This is an optimization exercise on Yosys and OpenROAD, whose aim is small area, not a production implementation. The flow treats the clock pin as an ideal source, which a real chip does not have.

==> inputs of job 9479 <==
==> flow/design.v <==
package capture_pkg;
  localparam int FRAME_W      = 16;
  localparam int FRAME_H      = 8;
  localparam int FRAME_PIXELS = FRAME_W * FRAME_H;
  localparam int ADDR_W = $clog2(FRAME_PIXELS);
  typedef logic [7:0] pixel_t;
  typedef logic [ADDR_W-1:0] pixel_addr_t;
  typedef enum logic [1:0] {
    CAP_IDLE  = 2'd0,
    CAP_STORE = 2'd1,
    CAP_SEND  = 2'd2,
    CAP_DRAIN = 2'd3
  } capture_state_e;
endpackage
package uart_pkg;
  localparam int CLKS_PER_BIT = 4;
  localparam int DATA_BITS    = 8;
  localparam int FRAME_BITS = DATA_BITS + 2;
  localparam int BAUD_CNT_W = $clog2(CLKS_PER_BIT);
  localparam int BIT_IDX_W  = $clog2(FRAME_BITS);
  typedef logic [DATA_BITS-1:0] uart_byte_t;
  typedef enum logic [1:0] {
    CH_GREEN = 2'd0,
    CH_BLUE  = 2'd1,
    CH_RED   = 2'd2
  } tx_channel_e;
endpackage
`timescale 1ns/100ps
module frame_uart_top (
  input  logic   clk,
  input  logic   uart_reset,
  input  logic   store_req,
  input  logic   send_req,
  input  capture_pkg::pixel_t pixel_in,
  input  logic   pixel_valid,
  output logic   txd,
  output logic   capture_busy,
  output logic   send_done
);
  localparam int NPIX = 128;
  localparam int WP   = 8;             
  localparam int NWP  = NPIX / WP;     
  localparam int DL   = WP - 1;        
  typedef enum logic [2:0] {
    S_IDLE  = 3'd0,
    S_STORE = 3'd1,
    S_ALIGN = 3'd2,
    S_LOAD  = 3'd3,
    S_TX    = 3'd4,
    S_DONE  = 3'd5
  } state_e;
  state_e state;
  logic [7:0] ring [NPIX];
  logic [6:0] ring_pos;
  logic [6:0] pix_idx;
  logic [7:0] dl_data [1:DL];
  logic       dl_pend [1:DL];
  logic       txd_q;
  logic       store_start;
  logic       arrive;
  logic       have;
  logic       aligned;
  logic       wr;
  logic [7:0] wdata;
  logic [DL:0] take;     
  assign store_start = (state == S_IDLE) && !uart_reset && store_req;
  assign arrive      = (state == S_STORE) && !uart_reset && pixel_valid;
  assign aligned     = (ring_pos[2:0] == 3'd0);
  logic [DL:1] older;    
  always_comb begin
    older[DL] = 1'b0;
    for (int k = DL - 1; k >= 1; k--) begin
      older[k] = older[k+1] || dl_pend[k+1];
    end
    have = arrive;
    for (int k = 1; k <= DL; k++) begin
      take[k] = dl_pend[k] && !older[k];
      have    = have || dl_pend[k];
    end
    take[0] = arrive && !older[1] && !dl_pend[1];
    wdata = {8{take[0]}} & pixel_in;
    for (int k = 1; k <= DL; k++) begin
      wdata = wdata | ({8{take[k]}} & dl_data[k]);
    end
  end
  assign wr = aligned && have;
  always_ff @(posedge clk) begin
    dl_data[1] <= pixel_in;
    dl_pend[1] <= arrive && !(wr && take[0]) && !store_start;
    for (int k = 1; k < DL; k++) begin
      dl_data[k+1] <= dl_data[k];
      dl_pend[k+1] <= dl_pend[k] && !(wr && take[k]) && !store_start;
    end
  end
  always_ff @(posedge clk) begin
    for (int s = 0; s < NPIX; s++) begin
      if ((s % WP) == 0 && wr && ring_pos[6:3] == 4'(s / WP)) begin
        ring[s] <= ((s / WP) % 2 == 1) ? ~wdata : wdata;
      end else if ((s % WP) == 0) begin
        ring[s] <= ~ring[(s + NPIX - 1) % NPIX];
      end else begin
        ring[s] <= ring[(s + NPIX - 1) % NPIX];
      end
    end
  end
  logic realign;
  logic cap;
  logic hold;
  assign realign = (state == S_ALIGN) && !have && (pix_idx != 7'd0);
  assign cap     = (state == S_LOAD) && (ring_pos == 7'd0);
  assign hold    = wr || realign || cap;
  always_ff @(posedge clk) begin
    ring_pos <= ring_pos + {6'd0, !hold};
    pix_idx  <= (pix_idx + {6'd0, arrive || realign || cap}) & {7{!store_start}};
  end
  always_ff @(posedge clk) begin
    if (uart_reset) begin
      state <= S_IDLE;
    end else begin
      case (state)
        S_IDLE: begin
          if (store_req)     state <= S_STORE;
          else if (send_req) state <= S_ALIGN;
        end
        S_STORE: begin
          if (arrive && pix_idx == 7'd127) state <= S_IDLE;
        end
        S_ALIGN: begin
          if (!have && pix_idx == 7'd0) state <= S_LOAD;
        end
        S_LOAD: begin
          if (cap) state <= S_TX;
        end
        S_TX: begin
          if (ring_pos == 7'd127) begin
            state <= (pix_idx == 7'd0) ? S_DONE : S_LOAD;
          end
        end
        default: state <= S_IDLE;
      endcase
    end
  end
  logic       slot_last;
  logic       next_bit;
  logic [4:0] slot;
  assign slot      = ring_pos[6:2];
  assign slot_last = (ring_pos[1:0] == 2'd3);
  always_comb begin
    case (slot)
      5'd5:    next_bit = ring[23][2];
      5'd6:    next_bit = !ring[27][3];
      5'd7:    next_bit = !ring[31][4];
      5'd16:   next_bit = ring[67][0];
      5'd17:   next_bit = ring[71][1];
      5'd25:   next_bit = ring[103][5];
      5'd26:   next_bit = !ring[107][6];
      5'd27:   next_bit = !ring[111][7];
      5'd8, 5'd18, 5'd28, 5'd29, 5'd30, 5'd31:
               next_bit = 1'b1;
      default: next_bit = 1'b0;
    endcase
  end
  always_ff @(posedge clk) begin
    if (uart_reset) begin
      txd_q <= 1'b1;
    end else if (state == S_TX) begin
      if (slot_last) txd_q <= next_bit;
    end else begin
      txd_q <= !cap;
    end
  end
  assign txd          = txd_q;
  assign capture_busy = (state != S_IDLE);
  assign send_done    = (state == S_DONE);
endmodule
==> flow/run.sh <==
#!/bin/bash
# synth_recipe.tcl (not shown) runs the flow's synth.tcl, then flattens the netlist and writes it again
# the make line also repeats each setting of config.mk as NAME=value (left out here)
make -C /OpenROAD-flow-scripts/flow DESIGN_CONFIG=/design/flow/config.mk WORK_HOME=/design/flow/orfs CLKGATE_MAP_FILE= SYNTH_SCRIPT=/design/flow/synth_recipe.tcl finish
==> flow/config.mk <==
export PLATFORM = sky130hd
export DESIGN_NAME = frame_uart_top
export DESIGN_NICKNAME = frame_uart_top
export VERILOG_FILES = /design/flow/design.v
export SDC_FILE = /design/flow/constraint.sdc
export NUM_CORES = 4
export LEC_CHECK = 0
export CAP_MARGIN = 20
export CORE_MARGIN = 2
export CORE_UTILIZATION = 70
export CTS_BUF_LIST = sky130_fd_sc_hd__clkbuf_16
export CTS_CLUSTER_DIAMETER = 45
export CTS_CLUSTER_SIZE = 36
export PLACE_DENSITY = 0.8
export SLEW_MARGIN = 20
==> flow/constraint.sdc <==
create_clock -name core_clock -period 10.0 [get_ports {clk}]
set_input_delay 2.0000 -clock core_clock [delete_from_list [all_inputs] [get_ports {clk}]]
set_output_delay 2.0000 -clock core_clock [all_outputs]
set_load 0.01 [all_outputs]
==> job 1191: changes against job 9479 <==
- CTS_CLUSTER_DIAMETER: 45 -> 100
- CTS_CLUSTER_SIZE: 36 -> 33
==> job 3618: changes against job 9479 <==
--- a/flow/design.v
+++ b/flow/design.v
@@ -110,8 +110,14 @@
   assign cap     = (state == S_LOAD) && (ring_pos == 7'd0);
   assign hold    = wr || realign || cap;
   always_ff @(posedge clk) begin
-    ring_pos <= ring_pos + {6'd0, !hold};
-    pix_idx  <= (pix_idx + {6'd0, arrive || realign || cap}) & {7{!store_start}};
+    if (!hold) begin
+      ring_pos <= ring_pos + 7'd1;
+    end
+    if (store_start) begin
+      pix_idx <= '0;
+    end else if (arrive || realign || cap) begin
+      pix_idx <= pix_idx + 7'd1;
+    end
   end
   always_ff @(posedge clk) begin
     if (uart_reset) begin
- CTS_CLUSTER_DIAMETER: 45 -> 60
- CTS_CLUSTER_SIZE: 36 -> 28
==> report_table.html <==
<table>
<tr><th>Metric</th><th>Value</th></tr>
<tr><th colspan="2">Die</th></tr>
<tr><td>Starting utilization of the core area</td><td>0.707</td></tr>
<tr><td>Chip width</td><td>193 um</td></tr>
<tr><th colspan="2">Cells and area</th></tr>
<tr><td>Final standard cell count with taps included and fillers excluded</td><td>2042</td></tr>
<tr><th colspan="2">Logic synthesis</th></tr>
<tr><td>Gate count of the mapped netlist</td><td>between 1000 and 1500</td></tr>
<tr><th colspan="2">Routing</th></tr>
<tr><td>DR vias/cell</td><td>5.04</td></tr>
<tr><th colspan="2">Status</th></tr>
<tr><td>Result of the run</td><td>finished clean</td></tr>
<tr><th colspan="2">STA</th></tr>
<tr><td>Setup ws final</td><td>5.75 ns</td></tr>
</table>
(the above is from job 9479)
==> report_table.html <==
<table>
<tr><th>Metric</th><th>Value</th></tr>
<tr><th colspan="2">Status</th></tr>
<tr><td>Result of the run</td><td>finished clean</td></tr>
<tr><th colspan="2">Die</th></tr>
<tr><td>Chip width</td><td>a little under 200 um</td></tr>
<tr><th colspan="2">Logic synthesis</th></tr>
<tr><td>Gate count of the mapped netlist</td><td>1495</td></tr>
<tr><th colspan="2">Routing</th></tr>
<tr><td>DR vias/cell</td><td>5.07</td></tr>
<tr><th colspan="2">Cells and area</th></tr>
<tr><td>Final standard cell count with taps included and fillers excluded</td><td>slightly below 2000</td></tr>
</table>
(the above is from job 1191)
==> report_table.html <==
<table>
<tr><th>Metric</th><th>Value</th></tr>
<tr><th colspan="2">Status</th></tr>
<tr><td>Result of the run</td><td>finished clean</td></tr>
<tr><th colspan="2">Worst setup path</th></tr>
<tr><td>Most repeated library cell on the critical path</td><td>nor3b_2</td></tr>
<tr><th colspan="2">Logic synthesis</th></tr>
<tr><td>Most frequently used cell type in the post-synthesis netlist</td><td>dfxtp_1</td></tr>
<tr><td>Gate count of the mapped netlist</td><td>1523</td></tr>
<tr><th colspan="2">Die</th></tr>
<tr><td>Starting utilization of the core area</td><td>0.710</td></tr>
<tr><td>Chip width</td><td>194 um</td></tr>
<tr><th colspan="2">STA</th></tr>
<tr><td>Setup ws final</td><td>~5.3 ns</td></tr>
<tr><th colspan="2">Cells and area</th></tr>
<tr><td>Layout Area Growth over Synthesis</td><td>7.64%</td></tr>
<tr><td>Final standard cell count with taps included and fillers excluded</td><td>2022</td></tr>
</table>
(the above is from job 3618)
No functional check of the RTL was part of any run of this note.

## separate check: timing with driven ports
How much do the figures lean on ideal ports? The routed layouts below were timed once more, with nothing changed but the port constraints. Step 1: set_driving_cell puts a clkbuf_16 on clk and a buf_2 on each other input, an assumption about the parent block. Step 2 also shifts input and output timing later by t, the mid clock arrival at the registers, as if the neighbouring blocks saw the same clock. Slacks: no drivers / after step 1 / after step 2; pairs: no drivers / after step 1.
| run | t, ns | slack for setup (ns) | worst hold slack (ns) | worst slew at a driven data input, ns | pins driven straight from the clock port |
|---|---|---|---|---|---|
| job 9479 | 0.680 | 5.747 / 5.780 / 5.100 | 0.306 / 0.306 / 0.306 | 0.04 | 1 |
| job 1191 | 0.639 | 5.723 / 5.752 / 5.113 | 0.322 / 0.322 / 0.322 | 0.04 | 1 |
| job 3618 | 0.627 | 5.330 / 5.356 / 4.728 | 0.326 / 0.326 / 0.326 | 0.04 | 1 |
After both steps setup and hold are still met in every run listed. The setup slack of job 9479, which loses most, moves by +0.033 ns with the drivers and by -0.647 ns with both steps.
